Context: an optimization exercise on an open-source flow, tuned for small area, a short achievable clock period and few clock cycles per item. The choices shown serve that exercise and are no tape-out recipe.
RTL that was checked went through simulation tests only; none was proved equivalent to the original.

old:
==> flow/design.v <==
module xtea_core (
    input  logic         clock,
    input  logic         reset_n,
    input  logic         in_valid,
    output logic         in_ready,
    input  logic         mode,
    input  logic [31:0]  data_in1,
    input  logic [31:0]  data_in2,
    input  logic [127:0] key_in,
    output logic         out_valid,
    input  logic         out_ready,
    output logic [31:0]  data_out1,
    output logic [31:0]  data_out2,
    output logic         busy
);
    localparam logic [31:0] DELTA   = 32'h9E3779B9;
    logic         prep;     
    logic         run;      
    logic         full;     
    logic         nrdy;     
    logic         ph;       
    logic         mode_q;
    logic [31:0]  x;
    logic [31:0]  y;
    logic [5:0]   n;        
    logic [31:0]  kk;       
    logic [127:0] key_q;
    logic         idle;
    logic         prep_nx;
    logic         run_nx;
    logic         full_nx;
    logic         idle_nx;
    logic         accept;
    logic         last;
    logic         fin_dec;
    logic [1:0]   idx;      
    logic [5:0]   n_nx;
    logic         ph_nx;
    logic [1:0]   idx_nx;
    logic [31:0]  sum;      
    logic [31:0]  sums [33];
    logic [31:0]  kw;
    logic [31:0]  mx;
    logic [31:0]  y_new;
    function automatic logic [31:0] add_bk(input logic [31:0] a, input logic [31:0] b,
                                           input logic cin);
        logic [32:0] gg;
        logic [32:0] pp;
        logic [31:0] p;
        p  = a ^ b;
        gg = {a & b, cin};
        pp = {p, 1'b0};
        for (int d = 1; d < 33; d = d * 2) begin
            for (int i = 2 * d - 1; i < 33; i = i + 2 * d) begin
                gg[i] = gg[i] | (pp[i] & gg[i - d]);
                pp[i] = pp[i] & pp[i - d];
            end
        end
        for (int d = 16; d >= 1; d = d / 2) begin
            for (int i = 3 * d - 1; i < 33; i = i + 2 * d) begin
                gg[i] = gg[i] | (pp[i] & gg[i - d]);
                pp[i] = pp[i] & pp[i - d];
            end
        end
        add_bk = p ^ gg[31:0];
    endfunction
    assign idle      = !prep && !run;
    assign in_ready  = !nrdy;
    assign accept    = in_valid && in_ready;
    assign out_valid = full;
    assign busy      = prep || run || full;
    for (genvar i = 0; i < 33; i++) begin : g_sum
        assign sums[i] = 32'(i * DELTA);
    end
    assign sum = sums[n];
    always_comb begin
        if (idle) begin
            n_nx   = mode ? 6'd32 : 6'd0;
            ph_nx  = 1'b0;
            idx_nx = mode ? sums[32][12:11] : sums[0][1:0];
        end else begin
            n_nx   = ph ? n : (mode_q ? n - 6'd1 : n + 6'd1);
            ph_nx  = !ph;
            idx_nx = (ph_nx ^ mode_q) ? sums[n_nx][12:11] : sums[n_nx][1:0];
        end
    end
    always_comb begin
        case (idx)
            2'd0:    kw = key_q[127:96];
            2'd1:    kw = key_q[95:64];
            2'd2:    kw = key_q[63:32];
            default: kw = key_q[31:0];
        endcase
    end
    assign mx    = ((y << 4) ^ (y >> 5)) + y;
    assign y_new = x + (mx ^ kk ^ {32{mode_q}}) + {31'd0, mode_q};
    assign last    = !ph && (mode_q ? (n == 6'd0) : n[5]);
    assign fin_dec = last && mode_q;
    assign prep_nx = accept;
    assign run_nx  = prep || (run && !last);
    assign full_nx = (run && last) || (full && !out_ready);
    assign idle_nx = !prep_nx && !run_nx;
    always_ff @(posedge clock or negedge reset_n) begin
        if (!reset_n) begin
            prep   <= 1'b0;
            run    <= 1'b0;
            full   <= 1'b0;
            nrdy   <= 1'b0;
        end else begin
            prep   <= prep_nx;
            run    <= run_nx;
            full   <= full_nx;
            nrdy   <= !(idle_nx && !full_nx);
        end
    end
    always_ff @(posedge clock) begin
        if (accept) begin
            x      <= data_in1;
            y      <= data_in2;
            mode_q <= mode;
        end else if (prep) begin
            if (mode_q) begin
                x <= y;
                y <= x;
            end
        end else if (run) begin
            x <= fin_dec ? y_new : y;
            if (!fin_dec) y <= y_new;
        end
        if (idle) key_q <= key_in;
        n   <= n_nx;
        ph  <= ph_nx;
        idx <= idx_nx;
        kk <= add_bk(sum, kw, 1'b0);
    end
    assign data_out1 = x;
    assign data_out2 = y;
endmodule
Settings: LEC_CHECK=0, CAP_MARGIN=20, CORE_MARGIN=2, CORE_UTILIZATION=40, SLEW_MARGIN=20; clock period 12.0 ns.
standard.sh (not shown) runs the stock make flow with config.mk's settings and CLKGATE_MAP_FILE= SYNTH_SCRIPT=/design/flow/synth_recipe.tcl, a recipe that flattens the netlist after the stock synthesis.
==> flow/flow/run.sh <==
#!/bin/bash
# Layout flow: the standard flow with these changes:
# - synthesis: the standard flow's synthesis script (flow/synth.tcl) with ABC mapping by flow/map.abc,
#   run into syn/; its netlist is then handed to the standard flow as SYNTH_NETLIST_FILES;
# - the ports are buffered by the smallest buffer cell (buf_1);
# - clock tree synthesis adds no dummy loads and uses clkbuf_8;
# - timing repair aims at a setup slack of SETUP_SLACK_MARGIN.
# Logs: synth.log (synthesis make output), flow.log (the standard flow's make output), and
# ORFS's per-step logs under syn/logs and orfs/logs.
set -euo pipefail
here=$(pwd)
export FLOW_ABC_SCRIPT=$here/flow/map.abc
make -C "$FLOW_HOME" DESIGN_CONFIG="$here/config.mk" WORK_HOME="$here/syn" CLKGATE_MAP_FILE= \
  SYNTH_SCRIPT="$here/flow/synth.tcl" synth > synth.log 2>&1
export SYNTH_NETLIST_FILES=$here/syn/results/$FLOW_PLATFORM/xtea_core/base/1_2_yosys.v
export BUFFER_PORTS_ARGS="-buffer_cell sky130_fd_sc_hd__buf_1"
export CTS_ARGS="-sink_clustering_enable -repair_clock_nets -dont_use_dummy_load -buf_list {sky130_fd_sc_hd__clkbuf_8} -sink_clustering_size 14 -sink_clustering_max_diameter 80"
export SETUP_SLACK_MARGIN=7.3
bash standard.sh > flow.log 2>&1
==> flow/flow/map.abc <==
&get -n
&st
&dch
&nf {D}
&put
buffer
upsize {D}
dnsize {D}
==> flow/flow/synth.tcl <==
# The standard flow's synthesis script (synth_recipe.tcl) with one change: Yosys's abc calls map the logic
# with the ABC script named by $::env(FLOW_ABC_SCRIPT) instead of ORFS's abc_speed.script.
proc synth {args} { yosys synth -nofsm -noshare {*}$args }
proc abc {args} {
  set i [lsearch -exact $args -script]
  if {$i >= 0} {
    set args [lreplace $args $i [expr {$i + 1}] -script $::env(FLOW_ABC_SCRIPT)]
  }
  yosys abc {*}$args
}
source $::env(SCRIPTS_DIR)/synth.tcl
# left out here: clear keep_hierarchy, flatten, clean up, hide names made inside functions, write 1_2_yosys.v
old went all the way through synthesis, placement and routing and the layout is clean on timing, DRC and antenna.
Testbench counts of old, summed over its fixed seeds: cycles 25,728, items 384.
The inputs of new differ from those of old as listed below.
-- flow/design.v --
<<< old, line 115
    end
    always_ff @(posedge clock) begin
        if (accept) begin
            x      <= data_in1;
            y      <= data_in2;
            mode_q <= mode;
        end else if (prep) begin
            if (mode_q) begin
                x <= y;
                y <= x;
            end
        end else if (run) begin
            x <= fin_dec ? y_new : y;
            if (!fin_dec) y <= y_new;
        end
        if (idle) key_q <= key_in;
>>> new, line 115
    end
    always_ff @(posedge clock) begin
        if (run) begin
            x <= fin_dec ? y_new : y;
            if (!fin_dec) y <= y_new;
        end else if (accept) begin
            x      <= data_in1;
            y      <= data_in2;
            mode_q <= mode;
        end else if (prep && mode_q) begin
            x <= y;
            y <= x;
        end
        if (idle) key_q <= key_in;
==> comparison <==
new completed; timing, DRC and antenna clean. old fits on a die that is larger than the die of new. old → new: worst clock skew lower; fmax lower. Endpoint of the most critical setup path = y[27]$_DFFE_PP_: old; endpoint of the most critical setup path = y[31]$_DFFE_PP_: new. Going from old to new, the area of all placed cells without fillers was found to have gone down by 1.1%. From old to new, count of clock-buffer cells in the layout did not move at all. Summary of new over old: maximum number of pins on one net before global-route repair -about 22%; number of cells on the worst hold path now sits lower; final cycle utilization of the critical path went up by 0.38 points; critical path depth shows a reduction of 1. Comparing new and old, the higher core utilization is on new.
Testbench counts of new, summed over its fixed seeds: cycles 25,728, items 384.

Starts from the design.v that is shown in full above.
clock: 12.0 ns
lec_check: 0
cap_margin: 20
core_margin: 2
core_utilization: 40
slew_margin: 20
==> flow/flow/run.sh <==
#!/bin/bash
# Layout flow: the standard flow with these changes:
# - synthesis: the standard flow's synthesis script (flow/synth.tcl) with ABC mapping by flow/map.abc,
#   run into syn/; its netlist is then handed to the standard flow as SYNTH_NETLIST_FILES;
# - the ports are buffered by the smallest buffer cell (buf_1);
# - clock tree synthesis adds no dummy loads and uses clkbuf_8;
# - timing repair aims at a setup slack of SETUP_SLACK_MARGIN.
# Logs: synth.log (synthesis make output), flow.log (the standard flow's make output), and
# ORFS's per-step logs under syn/logs and orfs/logs.
set -euo pipefail
here=$(pwd)
export FLOW_ABC_SCRIPT=$here/flow/map.abc
make -C "$FLOW_HOME" DESIGN_CONFIG="$here/config.mk" WORK_HOME="$here/syn" CLKGATE_MAP_FILE= \
  SYNTH_SCRIPT="$here/flow/synth.tcl" synth > synth.log 2>&1
export SYNTH_NETLIST_FILES=$here/syn/results/$FLOW_PLATFORM/xtea_core/base/1_2_yosys.v
export BUFFER_PORTS_ARGS="-buffer_cell sky130_fd_sc_hd__buf_1"
export CTS_ARGS="-sink_clustering_enable -repair_clock_nets -dont_use_dummy_load -buf_list {sky130_fd_sc_hd__clkbuf_8} -sink_clustering_size 14 -sink_clustering_max_diameter 80"
export SETUP_SLACK_MARGIN=7.0
bash standard.sh > flow.log 2>&1
Scripts as last shown in full above: flow/flow/map.abc, flow/flow/synth.tcl
Testbench counts at the start, summed over its fixed seeds: cycles 25,728, items 384.
Edit:
--- a/flow/design.v
+++ b/flow/design.v
@@ -90,13 +90,13 @@
             2'd1:    kw = key_q[95:64];
             2'd2:    kw = key_q[63:32];
             default: kw = key_q[31:0];
         endcase
     end
     assign mx    = ((y << 4) ^ (y >> 5)) + y;
-    assign y_new = x + (mx ^ kk ^ {32{mode_q}}) + {31'd0, mode_q};
+    assign y_new = x + (mx ^ kk) + {31'd0, mode_q};
     assign last    = !ph && (mode_q ? (n == 6'd0) : n[5]);
     assign fin_dec = last && mode_q;
     assign prep_nx = accept;
     assign run_nx  = prep || (run && !last);
     assign full_nx = (run && last) || (full && !out_ready);
     assign idle_nx = !prep_nx && !run_nx;
@@ -128,11 +128,11 @@
             if (!fin_dec) y <= y_new;
         end
         if (idle) key_q <= key_in;
         n   <= n_nx;
         ph  <= ph_nx;
         idx <= idx_nx;
-        kk <= add_bk(sum, kw, 1'b0);
+        kk <= add_bk(sum, kw, 1'b0) ^ {32{mode_q}};
     end
     assign data_out1 = x;
     assign data_out2 = y;
 endmodule
After rerunning: The new run produced a clean layout; routed wire length climbs by 6.4%; sequential share of layout area falls by 0.53 points; via count rises by 2.6%; synthesized cell count climbs by 3.7%; setup slack loses 63 ps; first-iteration DRC count goes up by 4.1%; final cell count came out higher by 2.6%; die area increases by 0.89%; cell area rose by 1.4%; clock skew came out lower by 30 ps; critical path depth came out higher by 1.
For the second run of this note, only the layout was checked, not whether the RTL still works.

xtea_core, a different RTL version from the one above (not shown whole).
Size in the first run: ~230 flip-flops, roughly 17000 sq um of cells after synthesis.
==> module xtea_core, before the edit <==
module xtea_core (
    input  logic         clock,
    input  logic         reset_n,
    input  logic         in_valid,
    output logic         in_ready,
    input  logic         mode,
    input  logic [31:0]  data_in1,
    input  logic [31:0]  data_in2,
    input  logic [127:0] key_in,
    output logic         out_valid,
    input  logic         out_ready,
    output logic [31:0]  data_out1,
    output logic [31:0]  data_out2,
    output logic         busy
);
    localparam logic [31:0] DELTA   = 32'h9E3779B9;
    localparam logic [31:0] SUM_DEC = 32'hC6EF3720;
    logic         run;      
    logic         full;     
    logic         ph;       
    logic         mode_q;
    logic [31:0]  x;
    logic [31:0]  y;
    logic [31:0]  sum;
    logic [127:0] key_q;
    logic         accept;
    logic         last;
    logic [1:0]   idx;
    logic [31:0]  kw;
    logic [31:0]  kk;
    logic [31:0]  mx;
    logic [31:0]  g;
    logic [31:0]  y_new;
    assign in_ready  = !run && (!full || out_ready);
    assign accept    = in_valid && in_ready;
    assign out_valid = full;
    assign busy      = run || full;
    assign idx = (ph ^ mode_q) ? sum[12:11] : sum[1:0];
    always_comb begin
        case (idx)
            2'd0:    kw = key_q[127:96];
            2'd1:    kw = key_q[95:64];
            2'd2:    kw = key_q[63:32];
            default: kw = key_q[31:0];
        endcase
    end
    assign kk    = sum + kw;
    assign mx    = ((y << 4) ^ (y >> 5)) + y;
    assign g     = mx ^ kk;
    assign y_new = mode_q ? (x - g) : (x + g);
    assign last = ph && !(sum[0] || sum[1] || sum[20]);
    always_ff @(posedge clock or negedge reset_n) begin
        if (!reset_n) begin
            run  <= 1'b0;
            full <= 1'b0;
        end else begin
            if (accept) begin
                run  <= 1'b1;
                full <= 1'b0;
            end else if (run && last) begin
                run  <= 1'b0;
                full <= 1'b1;
            end else if (full && out_ready) begin
                full <= 1'b0;
            end
        end
    end
    always_ff @(posedge clock) begin
        if (accept) begin
            x      <= mode ? data_in2 : data_in1;
            y      <= mode ? data_in1 : data_in2;
            key_q  <= key_in;
            mode_q <= mode;
            sum    <= mode ? SUM_DEC : 32'd0;
            ph     <= 1'b0;
        end else if (run) begin
            x   <= y;
            y   <= y_new;
            ph  <= !ph;
            if (!ph) sum <= mode_q ? (sum - DELTA) : (sum + DELTA);
        end
    end
    assign data_out1 = mode_q ? y : x;
    assign data_out2 = mode_q ? x : y;
endmodule
==> flow/config.mk <==
export PLATFORM = sky130hd
export DESIGN_NAME = xtea_core
export DESIGN_NICKNAME = xtea_core
export VERILOG_FILES = /design/flow/design.v
export SDC_FILE = /design/flow/constraint.sdc
export NUM_CORES = 4
export LEC_CHECK = 0
export CAP_MARGIN = 20
export CORE_MARGIN = 2
export CORE_UTILIZATION = 40
export SLEW_MARGIN = 20
==> flow/constraint.sdc <==
create_clock -name core_clock -period 12.0 [get_ports {clock}]
set_input_delay 2.4000 -clock core_clock [delete_from_list [all_inputs] [get_ports {clock}]]
set_output_delay 2.4000 -clock core_clock [all_outputs]
set_load 0.01 [all_outputs]
run.sh (not shown) runs the stock make flow with config.mk's settings and CLKGATE_MAP_FILE= SYNTH_SCRIPT=/design/flow/synth_recipe.tcl, a recipe that flattens the netlist after the stock synthesis.
Stock flow here: none of the scripts above is used.
Rerun with:
==> flow/design.v (replaced) <==
module xtea_core (
    input  logic         clock,
    input  logic         reset_n,
    input  logic         in_valid,
    output logic         in_ready,
    input  logic         mode,
    input  logic [31:0]  data_in1,
    input  logic [31:0]  data_in2,
    input  logic [127:0] key_in,
    output logic         out_valid,
    input  logic         out_ready,
    output logic [31:0]  data_out1,
    output logic [31:0]  data_out2,
    output logic         busy
);
    localparam logic [31:0] DELTA   = 32'h9E3779B9;
    localparam logic [31:0] SUM_DEC = 32'hC6EF3720;
    logic         prep;     
    logic         run;      
    logic         full;     
    logic         ph;       
    logic         mode_q;
    logic [31:0]  x;
    logic [31:0]  y;
    logic [31:0]  sum;      
    logic [31:0]  kk;       
    logic [127:0] key_q;
    logic         idle;
    logic         accept;
    logic         last;
    logic [1:0]   idx;
    logic [31:0]  kw;
    logic [31:0]  mx;
    logic [31:0]  y_new;
    assign idle      = !prep && !run;
    assign in_ready  = idle && (!full || out_ready);
    assign accept    = in_valid && in_ready;
    assign out_valid = full;
    assign busy      = prep || run || full;
    assign idx = (ph ^ mode_q) ? sum[12:11] : sum[1:0];
    always_comb begin
        case (idx)
            2'd0:    kw = key_q[127:96];
            2'd1:    kw = key_q[95:64];
            2'd2:    kw = key_q[63:32];
            default: kw = key_q[31:0];
        endcase
    end
    assign mx    = ((y << 4) ^ (y >> 5)) + y;
    assign y_new = x + (mx ^ kk) + {31'd0, mode_q};
    assign last = !ph && !(sum[0] || sum[1] || sum[20]);
    always_ff @(posedge clock or negedge reset_n) begin
        if (!reset_n) begin
            prep <= 1'b0;
            run  <= 1'b0;
            full <= 1'b0;
        end else begin
            prep <= accept;
            if (prep) begin
                run <= 1'b1;
            end else if (run && last) begin
                run <= 1'b0;
            end
            if (run && last) begin
                full <= 1'b1;
            end else if (out_ready) begin
                full <= 1'b0;
            end
        end
    end
    always_ff @(posedge clock) begin
        if (accept) begin
            x      <= mode ? data_in2 : data_in1;
            y      <= mode ? data_in1 : data_in2;
            mode_q <= mode;
        end else if (run) begin
            x <= y;
            y <= y_new;
        end
        if (idle) begin
            key_q <= key_in;
            sum   <= mode ? SUM_DEC : 32'd0;
            ph    <= 1'b0;
        end else begin
            kk  <= (sum + kw) ^ {32{mode_q}};
            ph  <= !ph;
            if (!ph) sum <= mode_q ? (sum - DELTA) : (sum + DELTA);
        end
    end
    assign data_out1 = mode_q ? y : x;
    assign data_out2 = mode_q ? x : y;
endmodule
Result: Area after synthesis grows by 5.2%. Setup slack improved by 1.7 ns. Cell count grows by 2.5%. Core utilization stays flat. Routed wire length shrinks by 0.77%. Synthesized cell count shrinks by 0.39%. Design area grows by 5.4%. First-iteration DRC count grows by 11%.
Function was not checked in any run of this note: the RTL went through the layout flow alone.

==> port drivers added, routing unchanged <==
How much do the figures lean on ideal ports? The routed layouts below were timed once more, with nothing changed but the port constraints. Step 1 assumes that a clkbuf_16 drives the clock port and a buf_2 every other input. Step 2 moves the port delays by t, midway between the first and last clock arrival at a register: inputs arrive t later, outputs are due t later. That takes back most of the time a late clock gives input paths. Slacks: ideal ports / drivers / drivers and shift; pairs: ideal ports / drivers.
| run | t (ns) | slack for setup (ns) | clock arrival spread, ns | slew at the worst register clock pin (ns) |
|---|---|---|---|---|
| old | 0.621 | 7.465 / 7.465 / 7.465 | 0.103 / 0.104 | 0.10 / 0.10 |
| new | 0.622 | 7.419 / 7.419 / 7.419 | 0.082 / 0.082 | 0.10 / 0.10 |
| the first run of note 2 | 0.624 | 7.270 / 7.270 / 7.270 | 0.108 / 0.108 | 0.10 / 0.10 |
| the second run of note 2 | 0.613 | 7.207 / 7.207 / 7.207 | 0.078 / 0.078 | 0.10 / 0.10 |
| the first run of note 3 | 0.583 | 4.250 / 4.250 / 4.250 | 0.020 / 0.021 | 0.06 / 0.06 |
| the second run of note 3 | 0.629 | 5.951 / 5.919 / 5.919 | 0.009 / 0.009 | 0.06 / 0.06 |
After both steps every run listed still meets setup and hold. The setup slack of the second run of note 3, which loses most, moves by -0.032 ns with the drivers and by -0.032 ns with both steps.
